Source: an optimization exercise on an open RTL-to-GDS flow (aim: a short achievable clock period and few clock cycles per item). Production flows keep margins and buffers that such runs may drop.
The RTL was checked by simulation tests, not by an equivalence proof against the original design.
Power is estimated from default activity; no workload was simulated.

### flow/config.mk
export PLATFORM = sky130hd
export DESIGN_NAME = cpu_top
export DESIGN_NICKNAME = cpu_top
export VERILOG_FILES = /design/flow/design.v
export SDC_FILE = /design/flow/constraint.sdc
export NUM_CORES = 4
export LEC_CHECK = 0
export ABC_CLOCK_PERIOD_IN_PS = 2500
export CAP_MARGIN = 20
export CORE_MARGIN = 2
export CORE_UTILIZATION = 60
export CTS_CLUSTER_DIAMETER = 80
export CTS_CLUSTER_SIZE = 30
export SETUP_SLACK_MARGIN = 4.5
export SLEW_MARGIN = 20
### flow/constraint.sdc
create_clock -name core_clock -period 7.0 [get_ports {clk}]
set_input_delay 1.4000 -clock core_clock [delete_from_list [all_inputs] [get_ports {clk}]]
set_output_delay 1.4000 -clock core_clock [all_outputs]
set_load 0.01 [all_outputs]
### flow/design.v
`default_nettype none
package cpu_pkg;
    localparam int xlen       = 32;
    localparam int reg_addr_w = 5;
    localparam logic [xlen-1:0] reset_pc = 32'h0000_0000;
    localparam logic [xlen-1:0] nop_inst = 32'h0000_0000;   
    typedef enum logic [5:0] {
        op_special = 6'h00,
        op_j       = 6'h02,
        op_beq     = 6'h04,
        op_bne     = 6'h05,
        op_addiu   = 6'h09,
        op_lui     = 6'h0f,
        op_lw      = 6'h23,
        op_sw      = 6'h2b
    } opcode_e;
    typedef enum logic [5:0] {
        fn_sll  = 6'h00,
        fn_addu = 6'h21,
        fn_subu = 6'h23,
        fn_and  = 6'h24,
        fn_or   = 6'h25,
        fn_slt  = 6'h2a
    } funct_e;
    typedef enum logic [2:0] {
        alu_add,
        alu_sub,
        alu_and,
        alu_or,
        alu_slt,
        alu_sll,      
        alu_pass_b
    } alu_op_e;
    typedef struct packed {
        alu_op_e               alu_op;
        logic [xlen-1:0]       op_a;
        logic [xlen-1:0]       op_b;
        logic [xlen-1:0]       st_data;     
        logic [reg_addr_w-1:0] dest;
        logic                  reg_write;
        logic                  is_load;
        logic                  is_store;
        logic [xlen-1:0]       pc;
    } de_ex_t;
    typedef struct packed {
        logic [xlen-1:0]       result;      
        logic [reg_addr_w-1:0] dest;
        logic                  reg_write;
        logic                  is_load;
        logic [xlen-1:0]       pc;
    } ex_mw_t;
    typedef struct packed {
        logic                  wen;
        logic [reg_addr_w-1:0] waddr;
        logic [xlen-1:0]       wdata;
        logic [xlen-1:0]       pc;
    } wb_t;
    typedef struct packed {
        logic                  valid;       
        logic [reg_addr_w-1:0] dest;
        logic [xlen-1:0]       value;
        logic                  pending;     
    } fwd_t;
endpackage
`default_nettype wire
`timescale 1ns/1ns
`default_nettype none
module cpu_top (
    input  logic                           clk,
    input  logic                           rst_n,
    output logic [cpu_pkg::xlen-1:0]       inst_addr,
    input  logic [cpu_pkg::xlen-1:0]       inst_rdata,
    output logic                           data_req,
    output logic                           data_wr,
    output logic [cpu_pkg::xlen-1:0]       data_addr,
    output logic [cpu_pkg::xlen-1:0]       data_wdata,
    input  logic [cpu_pkg::xlen-1:0]       data_rdata,
    output logic [cpu_pkg::xlen-1:0]       debug_wb_pc,
    output logic                           debug_wb_rf_wen,
    output logic [cpu_pkg::reg_addr_w-1:0] debug_wb_rf_wnum,
    output logic [cpu_pkg::xlen-1:0]       debug_wb_rf_wdata
);
    logic [31:0] pc_f;           
    logic [31:0] pc_i;           
    logic        vi;             
    logic        held;           
    logic [31:0] hold_inst, hold_pc;
    logic        e_v;
    logic [31:0] e_pc, e_a, e_b, e_st, e_tgt, e_pc8;
    logic [4:0]  e_sh, e_dest;
    logic        e_wen, e_ld, e_sw, e_beq, e_bne;
    logic        e_fa, e_fb, e_fst;       
    logic        e_la, e_lb, e_lst;       
    logic        o_add, o_sub, o_and, o_or, o_slt, o_sll, o_lui;
    logic [31:0] res_m, pc_m;
    logic [4:0]  m_dest;
    logic        m_wen, m_ld;
    logic [31:0] res_w, pc_w;
    logic [4:0]  w_dest;
    logic        w_wen, w_ld;
    logic [31:0] rf [1:31];
    logic        rst_q;
    always_ff @(posedge clk) rst_q <= rst_n;
    logic [31:0] a, b, st, sum, diff, res;
    logic        eq, mispredict;
    logic [31:0] corr;
    assign a  = e_fa  ? res_m : (e_la  ? data_rdata : e_a);
    assign b  = e_fb  ? res_m : (e_lb  ? data_rdata : e_b);
    assign st = e_fst ? res_m : (e_lst ? data_rdata : e_st);
    assign sum  = a + b;
    assign diff = a - b;
    assign eq   = (a == b);
    assign res  = ({32{o_add}} & sum)
                | ({32{o_sub}} & diff)
                | ({32{o_and}} & (a & b))
                | ({32{o_or}}  & (a | b))
                | ({32{o_slt}} & {31'd0, ($signed(a) < $signed(b))})
                | ({32{o_sll}} & (b << e_sh))
                | ({32{o_lui}} & b);
    assign mispredict = (e_beq || e_bne) && eq;
    assign corr = e_beq ? e_tgt : e_pc8;
    logic [31:0] ir, pc_d;
    logic        d_v;
    assign ir   = held ? hold_inst : inst_rdata;
    assign pc_d = held ? hold_pc : pc_i;
    assign d_v  = held || vi;
    logic [5:0]  op, fn;
    logic [4:0]  rs, rt, rd;
    logic [31:0] imm_s, pcp4_d, tgt_d;
    logic        is_r, r_addu, r_subu, r_and, r_or, r_slt, r_sll;
    logic        i_addiu, i_lui, i_lw, i_sw, i_beq, i_bne, i_j;
    logic        uses_rs, uses_rt, b_is_rt, writes;
    logic [4:0]  dest;
    logic        stall, d_go, dr;
    logic [31:0] rs_val, rt_val, val_w;
    assign op = ir[31:26];
    assign fn = ir[5:0];
    assign rs = ir[25:21];
    assign rt = ir[20:16];
    assign rd = ir[15:11];
    assign imm_s = {{16{ir[15]}}, ir[15:0]};
    assign is_r    = op == 6'h00;
    assign r_addu  = is_r && fn == 6'h21;
    assign r_subu  = is_r && fn == 6'h23;
    assign r_and   = is_r && fn == 6'h24;
    assign r_or    = is_r && fn == 6'h25;
    assign r_slt   = is_r && fn == 6'h2a;
    assign r_sll   = is_r && fn == 6'h00;
    assign i_addiu = op == 6'h09;
    assign i_lui   = op == 6'h0f;
    assign i_lw    = op == 6'h23;
    assign i_sw    = op == 6'h2b;
    assign i_beq   = op == 6'h04;
    assign i_bne   = op == 6'h05;
    assign i_j     = op == 6'h02;
    assign uses_rs = r_addu || r_subu || r_and || r_or || r_slt || i_addiu || i_lw || i_sw
                     || i_beq || i_bne;
    assign b_is_rt = r_addu || r_subu || r_and || r_or || r_slt || r_sll || i_beq || i_bne;
    assign uses_rt = b_is_rt || i_sw;
    assign writes  = r_addu || r_subu || r_and || r_or || r_slt || r_sll || i_addiu || i_lui
                     || i_lw;
    assign dest    = is_r ? rd : rt;
    assign pcp4_d = pc_f;
    assign tgt_d  = i_j ? {pcp4_d[31:28], ir[25:0], 2'b00} : pcp4_d + {imm_s[29:0], 2'b00};
    assign stall = d_v && ((uses_rs && e_ld && e_wen && e_dest == rs)
                        || (uses_rt && e_ld && e_wen && e_dest == rt));
    assign d_go  = d_v && !stall;
    assign dr    = d_go && (i_bne || i_j);
    assign val_w  = w_ld ? data_rdata : res_w;
    always_comb begin
        if (m_wen && m_dest == rs)      rs_val = res_m;
        else if (w_wen && w_dest == rs) rs_val = val_w;
        else if (rs == 5'd0)            rs_val = 32'd0;
        else                            rs_val = rf[rs];
        if (m_wen && m_dest == rt)      rt_val = res_m;
        else if (w_wen && w_dest == rt) rt_val = val_w;
        else if (rt == 5'd0)            rt_val = 32'd0;
        else                            rt_val = rf[rt];
    end
    always_ff @(posedge clk) begin
        if (!rst_q) begin
            pc_f <= 32'd0;
            vi   <= 1'b0;
            held <= 1'b0;
        end else begin
            if (mispredict)   pc_f <= corr;
            else if (stall)   pc_f <= pc_f;
            else if (dr)      pc_f <= tgt_d;
            else              pc_f <= pc_f + 32'd4;
            vi   <= !mispredict;
            held <= stall;
        end
    end
    always_ff @(posedge clk) begin
        pc_i <= pc_f;
        if (stall) begin
            hold_inst <= ir;
            hold_pc   <= pc_d;
        end
    end
    always_ff @(posedge clk) begin
        if (!rst_q) begin
            e_v   <= 1'b0;
            e_wen <= 1'b0;
            e_ld  <= 1'b0;
            e_sw  <= 1'b0;
            e_beq <= 1'b0;
            e_bne <= 1'b0;
        end else begin
            e_v   <= d_go;
            e_wen <= d_go && writes && dest != 5'd0;
            e_ld  <= d_go && i_lw;
            e_sw  <= d_go && i_sw;
            e_beq <= d_go && i_beq;
            e_bne <= d_go && i_bne;
        end
    end
    always_ff @(posedge clk) begin
        e_pc   <= pc_d;
        e_a    <= rs_val;
        e_b    <= i_lui ? {ir[15:0], 16'h0000} : ((i_addiu || i_lw || i_sw) ? imm_s : rt_val);
        e_st   <= rt_val;
        e_sh   <= ir[10:6];
        e_dest <= dest;
        e_tgt  <= tgt_d;
        e_pc8  <= pc_f + 32'd4;
        e_fa   <= uses_rs && e_wen && !e_ld && e_dest == rs;
        e_fb   <= b_is_rt && e_wen && !e_ld && e_dest == rt;
        e_fst  <= i_sw && e_wen && !e_ld && e_dest == rt;
        e_la   <= uses_rs && m_ld && m_dest == rs;
        e_lb   <= b_is_rt && m_ld && m_dest == rt;
        e_lst  <= i_sw && m_ld && m_dest == rt;
        o_add  <= r_addu || i_addiu || i_lw || i_sw;
        o_sub  <= r_subu;
        o_and  <= r_and;
        o_or   <= r_or;
        o_slt  <= r_slt;
        o_sll  <= r_sll;
        o_lui  <= i_lui;
    end
    always_ff @(posedge clk) begin
        if (!rst_q) begin
            data_req <= 1'b0;
            m_wen    <= 1'b0;
            m_ld     <= 1'b0;
            w_wen    <= 1'b0;
            w_ld     <= 1'b0;
            debug_wb_rf_wen <= 1'b0;
        end else begin
            data_req <= e_ld || e_sw;
            m_wen    <= e_wen;
            m_ld     <= e_ld && e_wen;
            w_wen    <= m_wen;
            w_ld     <= m_ld;
            debug_wb_rf_wen <= w_wen;
        end
    end
    always_ff @(posedge clk) begin
        data_wr    <= e_sw;
        data_addr  <= sum;
        data_wdata <= st;
        res_m  <= res;
        m_dest <= e_dest;
        pc_m   <= e_pc;
        res_w  <= res_m;
        w_dest <= m_dest;
        pc_w   <= pc_m;
        debug_wb_pc       <= pc_w;
        debug_wb_rf_wnum  <= w_dest;
        debug_wb_rf_wdata <= val_w;
    end
    always_ff @(posedge clk) begin
        for (int i = 1; i < 32; i++) begin
            if (!rst_q) rf[i] <= 32'd0;
            else if (w_wen && w_dest == 5'(i)) rf[i] <= val_w;
        end
    end
    assign inst_addr = pc_f;
endmodule
`default_nettype wire
### flow/run.sh
#!/bin/bash
# synth_recipe.tcl (not shown) runs the flow's synth.tcl, then flattens the netlist and writes it again
# the make line also repeats each setting of config.mk as NAME=value (left out here)
make -C /OpenROAD-flow-scripts/flow DESIGN_CONFIG=/design/flow/config.mk WORK_HOME=/design/flow/orfs CLKGATE_MAP_FILE= SYNTH_SCRIPT=/design/flow/synth_recipe.tcl finish
==> notes.md <==
## routing by layer
metal,GRT usage (%),overflow
met5,45.81,13
met1,82.80,65
met2,92.66,305
met3,70.40,62
met4,76.18,220
## worst min path at each step
| stage | startpoint | slack [ns] | to |
|---|---|---|---|
| after floorplan | pc_w[0]$_DFF_P_ | 0.31 | debug_wb_pc[0]$_DFF_P_ |
| after detailed placement | pc_w[13]$_DFF_P_ | 0.31 | debug_wb_pc[13]$_DFF_P_ |
| after global placement | pc_w[25]$_DFF_P_ | 0.31 | debug_wb_pc[25]$_DFF_P_ |
| after CTS | pc_w[29]$_DFF_P_ | 0.33 | debug_wb_pc[29]$_DFF_P_ |
## power by group through the flow
stage	Clock [mW]	Combinational [mW]	Sequential, mW
2_1_floorplan	0	0.913	9.66
3_3_place_gp	0	1.57	9.69
3_5_place_dp	0	1.59	9.69
4_1_cts	5.60	2.23	9.47
## through the flow
stage,hold slack [ns],area (um2)
2_1_floorplan,0.3096,77590
3_3_place_gp,0.3097,80370
3_5_place_dp,0.3121,80460
4_1_cts,0.3334,98670
## what timing repair did
action / in CTS
resized for setup: 2455
endpoints found under the setup margin: 1308
setup buffers: 923
gates cloned: 100
pin swaps: 616
## kinds of logic after synthesis
logic type / share of synthesized area (%)
AO/OA/AOI/OAI: 28.79
AND/OR/NAND/NOR: 13.37
flip-flops: 44.25
buffers and inverters: 5.429
multiplexers: 4.612
adder cells (fa/ha/maj): 2.191
XOR/XNOR: 1.360
==> flow_summary.toml <==
[clocking]
cts-root-buf = "clkbuf_16"
numCtsBuffers = 74
postCtsHoldBufs = 0
cts_sinks = 1619
clk_path_buf_depth = 3
htreeDepth = 3

[synth]
postSynthAreaPerCell_um2 = 8.841
async_reset_ff_share_pct = 0
synth_top_area_share_pct = 41.68
ys_ff_latch = 1619
syn_area_mm2 = 0.07469
synth_top_area_cell = "dfxtp_1"
synthTopCellsByArea = "dfxtp_1, a211oi_1, nor2_1"
ys.flop_type = "dfxtp_1"
ys_warn_count = 34
synthTopCellsByCount = "dfxtp_1, nor2_1, a211oi_1, clkbuf_1, a22oi_1"
netlist_instances = 8448
yosysMostFrequentCell = "dfxtp_1"
syn-num-nets = 8643
ys_seq_area_share_pct = 44.25
ys_types = 96
synth_edf_count = 64

[placed_design]
hpwl_um = 231300
gp_congestion = 1.069
place_inst = 9745
dp_slack_ns = 1.128
port_buffers = 233

[global_routing]
grt_pass1_vias = 93310
grt_pass1_wl_um = 751000
gr-usage-all-layers_pct = 80.95
grt.overflow.total = 665
grt_max_degree = 251

[outcome]
status = "did not finish"
failing_step = "global routing (5_1_grt)"
tool.error = "[ERROR GRT-0116] Global routing finished with congestion. Check the congestion regions in the DRC Viewer."

[floorplanning]
initial_core_util_pct = 60.41
row_count = 129
die_h_um = 356.8
ioPinCount = 234
chipWidth_um = 356.8
Testbench counts, summed over its fixed seeds: cycles 27,598, instrs 25,953.
